Context: an optimization exercise on an open-source flow, tuned for small area and a short achievable clock period. The choices shown serve that exercise and are no tape-out recipe. In this exercise RTL edits were held to simulation tests only and were not proved equivalent to the original.

==> flow/design.v (outline; a module is shown in full before it is edited, if it fits) <==
// module fu_mul_lat3_32b: 1963 lines
module fu_mul_lat3_32b (
  input  logic        clk,
  input  logic        reset,
  input  logic        io_glock,
  input  logic [31:0] io_o1data,
  input  logic        io_o1load,
  input  logic [31:0] io_t1data,
  input  logic        io_t1load,
  input  logic [1:0]  io_t1opcode,
  output logic [31:0] io_r1data,
  output logic        io_r1valid
);
  // ...
==> flow/run.sh <==
#!/bin/bash
# synth_recipe.tcl (not shown) runs the flow's synth.tcl, then flattens the netlist and writes it again
# the make line also repeats each setting of config.mk as NAME=value (left out here)
make -C /OpenROAD-flow-scripts/flow DESIGN_CONFIG=/design/flow/config.mk WORK_HOME=/design/flow/orfs CLKGATE_MAP_FILE= SYNTH_SCRIPT=/design/flow/synth_recipe.tcl finish
==> flow/config.mk <==
export PLATFORM = sky130hd
export DESIGN_NAME = fu_mul_lat3_32b
export DESIGN_NICKNAME = fu_mul_lat3_32b
export VERILOG_FILES = /design/flow/design.v
export SDC_FILE = /design/flow/constraint.sdc
export NUM_CORES = 4
export LEC_CHECK = 0
export CAP_MARGIN = 20
export CORE_MARGIN = 2
export CORE_UTILIZATION = 55
export CTS_CLUSTER_SIZE = 20
export SLEW_MARGIN = 20
==> flow/constraint.sdc <==
create_clock -name core_clock -period 8.5 [get_ports {clk}]
set_input_delay 1.7000 -clock core_clock [delete_from_list [all_inputs] [get_ports {clk}]]
set_output_delay 1.7000 -clock core_clock [all_outputs]
set_load 0.01 [all_outputs]
==> flow_metrics.tcl, run 1 <==
set metrics [dict create \
    fin_util_pct 59.7 \
    cp.depth 16 \
    clockBufferCount 42 \
    busiest_layer "met2" \
    ant_nets 0 \
    ios 104 \
    dpl_worst_slack_ps 2740 \
    hp-start "s1Hi_q" \
    drc 0 \
    max_cap_viol_count 0 \
    final_max_slew_viol_count 0 \
    critPathMaxStageDelay_ps 680 \
    final-hold-violation-count 0 \
    skew_ps 54.3 \
    cts_setup_buffers 0 \
    outcome "finished clean" \
    setup.worst_path.end "s2Cs_q[67]" \
    min_to "s2Hi_q" \
    path_clk_slew_ps 60 \
    synth_area_leader_cell "edfxtp_1" \
    num_rows 90 \
    setup_tns_ps 0 \
    fillers 5180 \
    grt_pass1_wl_microns 191000 \
    grt_remaining_overflow 0 \
]
==> inputs of run 2 (changes only) <==
--- a/flow/config.mk
+++ b/flow/config.mk
@@ -5,8 +5,10 @@
 export SDC_FILE = /design/flow/constraint.sdc
 export NUM_CORES = 4
 export LEC_CHECK = 0
+export ABC_CLOCK_PERIOD_IN_PS = 4000
 export CAP_MARGIN = 20
 export CORE_MARGIN = 2
 export CORE_UTILIZATION = 55
 export CTS_CLUSTER_SIZE = 20
+export SETUP_SLACK_MARGIN = 4.0
 export SLEW_MARGIN = 20
==> run 2 against run 1 <==
  * Still clean
  * Global-route usage grew 3.9 points
  * Cell count grew 3.5%
  * Die area is the same
  * Synthesized cell count is the same
  * Critical path type unchanged
  * Largest cell class unchanged
==> flow_metrics.tcl, run 2 <==
set metrics [dict create \
    final_common_cell "a22o_1" \
    cts_buffers 31 \
    yosysSeqAreaShare_pct 22.4 \
    hp-start "s1Hi_q" \
    drc 0 \
    cts_tree "yes" \
    vias_per_cell 7.26 \
    r2r_cells 12 \
    cpMaxStageDelayCell "or4b_4" \
    cp_max_fo 8 \
    top_register "s2Cs_q" \
    cts_max_level 1 \
    path_clk_slew_ps 60 \
    yosysMostFrequentCell "clkbuf_1" \
    synthArstFlopShare_pct 25.6 \
    max_freq_mhz 204 \
    final_cell_mix "282 x a22o_1, 253 x xor2_1, 244 x inv_1" \
    setup_tns_ps 0 \
    largest_register_ffs 126 \
    cpMostUsedCell "fa_1" \
    synth_edf_count 195 \
    die_w_microns 251 \
    rrSetupSlack_ps 3590 \
    ys_types 80 \
    crit_required_ps 8850 \
    endpoint_kind "flop" \
    setup.worst_path.start_class "flop" \
    hold_ws_ps 446 \
    cts_root_buf "clkbuf_16" \
    core_area_sq_um 60400 \
    num_rows 90 \
    skew_ps 59.0 \
    yosys_most_used_dff "edfxtp_1" \
    grtUsageTotal_pct 44.2 \
    hold_path_depth 0 \
    dieArea_sq_um 63200 \
    finalSetupViolCount 0 \
    grt_remaining_overflow 0 \
    max_cap_viol_count 0 \
    ant_nets 0 \
    postCtsHoldBufs 0 \
    crit_chain "or4b_4, o21ai_4, buf_12, a22o_1, a221oi_1, xor2_1, fa_1, fa_2, inv_2, fa_1, fa_1, fa_2" \
    numPortBuffers 103 \
    dr.pass1.iters 11 \
    worstSkewPairLatency_ps 650 \
    period_share_pct 57.8 \
    syn_nets 4113 \
    yosys_register_bits 262 \
    final_max_slew_viol_count 0 \
    wirelength_microns 144000 \
    min_path_type "flop to flop" \
    synthTopCellsByCount "384 x clkbuf_1, 310 x inv_1, 291 x a221oi_1, 283 x a22o_1, 271 x fa_1" \
    grt_pass1_wl_microns 206000 \
    critPathKind "flop to flop" \
    grt_max_degree 81 \
    tightest_slew_ps 1240 \
    ios 104 \
    fp.dieH_microns 251 \
    rsz0062_at_grt "true" \
    final-hold-violation-count 0 \
    cp-startpoint "o1_q[17]" \
    start_util_pct 55.7 \
    top_regs "s2Cs_q: 126 flops, s1A3_q: 35 flops" \
    avgSynthCellArea_sq_um 9.32 \
    ys_top_cells_by_area "edfxtp_1 17%, fa_1 16%, a221oi_1 7.6%" \
    grt_pass1_vias 30400 \
    fin_crit_ps 4910 \
    syn_to_final_growth_pct 18.2 \
    critPathMaxStageDelay_ps 570 \
    hpwlAfterDp_microns 87300 \
    drt_iter0_drc 5159 \
    cts_sinks 262 \
    nNetsFinal 4086 \
    wire_per_inst_microns 32.8 \
    synth_area_leader_cell "edfxtp_1" \
    clockBufferDepth 3 \
    r2r-end "s2Cs_q[73]" \
    synth.top_cell.area_share_pct 17.4 \
    routabilityCongestion 0.984 \
    outcome "finished clean" \
    synth_warnings 1 \
    relSlewSlack_pct 17.5 \
    cp_data_arrival_time_ps 5260 \
    min_to "s2Hi_q" \
    syn_inst 3610 \
    mappedNetlistArea_sq_um 33600 \
    via_count 31900 \
    fillers 4882 \
    drive_gt1_share_pct 20.7 \
    r2r-start "o1_q[17]" \
    antenna_found_initial 3 \
]
[run 2: cells by family after synthesis]
| group | synth area share [%] |
|---|---|
| compound gates | 26.7 |
| buf+inv | 8.19 |
| simple gates | 6.83 |
| xor+xnor | 11.8 |
| fa+ha+maj | 22.1 |
| flops | 22.4 |
| mux | 2.03 |
[run 2: area by class of cell]
type / instances / area, sq um / area share [%]
Multi-Input combinational cell: 2624 / 24900 / 62.7
Sequential cell: 262 / 7570 / 19.0
Timing Repair Buffer: 353 / 4130 / 10.4
Inverter: 310 / 1170 / 2.95
Tap cell: 782 / 978 / 2.46
Clock buffer: 35 / 791 / 1.99
Clock inverter: 22 / 176 / 0.444
Antenna cell: 3 / 7.51 / 0.0189
Timing Repair inverter: 1 / 5.00 / 0.0126
[run 2: per-layer routing]
layer	up-vias	wire length [microns]	GRT usage, %
met5	-	323	3.63
met4	8	11900	24.9
met3	822	23100	21.2
met2	2677	56400	62.0
met1	15300	52100	55.3
li1	13100	-	-
[run 2: critical path, delay by kind of cell, from the launching register on]
kind / cells / cell delay (ps)
adder cells (fa/ha/maj): 5 / 2580
AND/OR/NAND/NOR: 1 / 570
flip-flops: 1 / 460
XOR/XNOR: 1 / 440
AO/OA/AOI/OAI: 3 / 320
buffers and inverters: 2 / 230
[run 2: through the flow]
stage | std cells | utilization, % | area, sq um | worst slack, ps
after floorplan | 3610 | - | 34100 | 3920
after global placement | 4175 | 58.2 | 35100 | 2810
after detailed placement | 4175 | 58.2 | 35100 | 2740
after CTS | 4345 | 64.1 | 38700 | 3710
after global routing | 4389 | 65.9 | 39800 | 3580
final | 4392 | 65.9 | 39800 | 3590
[run 2: how the worst max path moves through the flow]
stage               slack, ps          to
global route             3580  s2Cs_q[73]
finish                   3590  s2Cs_q[73]
global placement         2810  s2Cs_q[65]
detailed placement       2740  s2Cs_q[67]
CTS                      3710  s2Cs_q[73]
floorplan                3920  s2Cs_q[67]
[run 2: what timing repair did]
item	CTS	global route
gates cloned	26	6
setup endpoints to repair	100	79
buffers inserted	87	38
pin swaps	94	137
resized for setup	292	175

==> port drivers added, routing unchanged <==
Ports are ideal in the flow. The routed layouts listed here were re-timed in OpenROAD. Step 1 sets driving cells, clkbuf_16 on the clock port and buf_2 on the other inputs (assumed; they add their load-dependent delay and slew). Step 2 times the ports against the registers' clock, not the clock port: input delays grow and output delays shrink by t, the midpoint of the rising clock arrivals with the driver on. a / b / c = ideal / step 1 / step 2; a / b = the first two.
run | t, ns | setup WS [ns] | worst setup path at the end | latest minus earliest clock arrival (ns) | slew at the worst register clock pin (ns)
run 1 | 0.683 | 2.623 / 2.623 / 2.623 | register to register | 0.054 / 0.054 | 0.07 / 0.07
run 2 | 0.694 | 3.590 / 3.590 / 3.550 | input to register | 0.060 / 0.060 | 0.07 / 0.07
After both steps setup and hold are still met in every run listed. The setup slack of run 2, which loses most, moves by 0.000 ns with the drivers and by -0.040 ns with both steps.
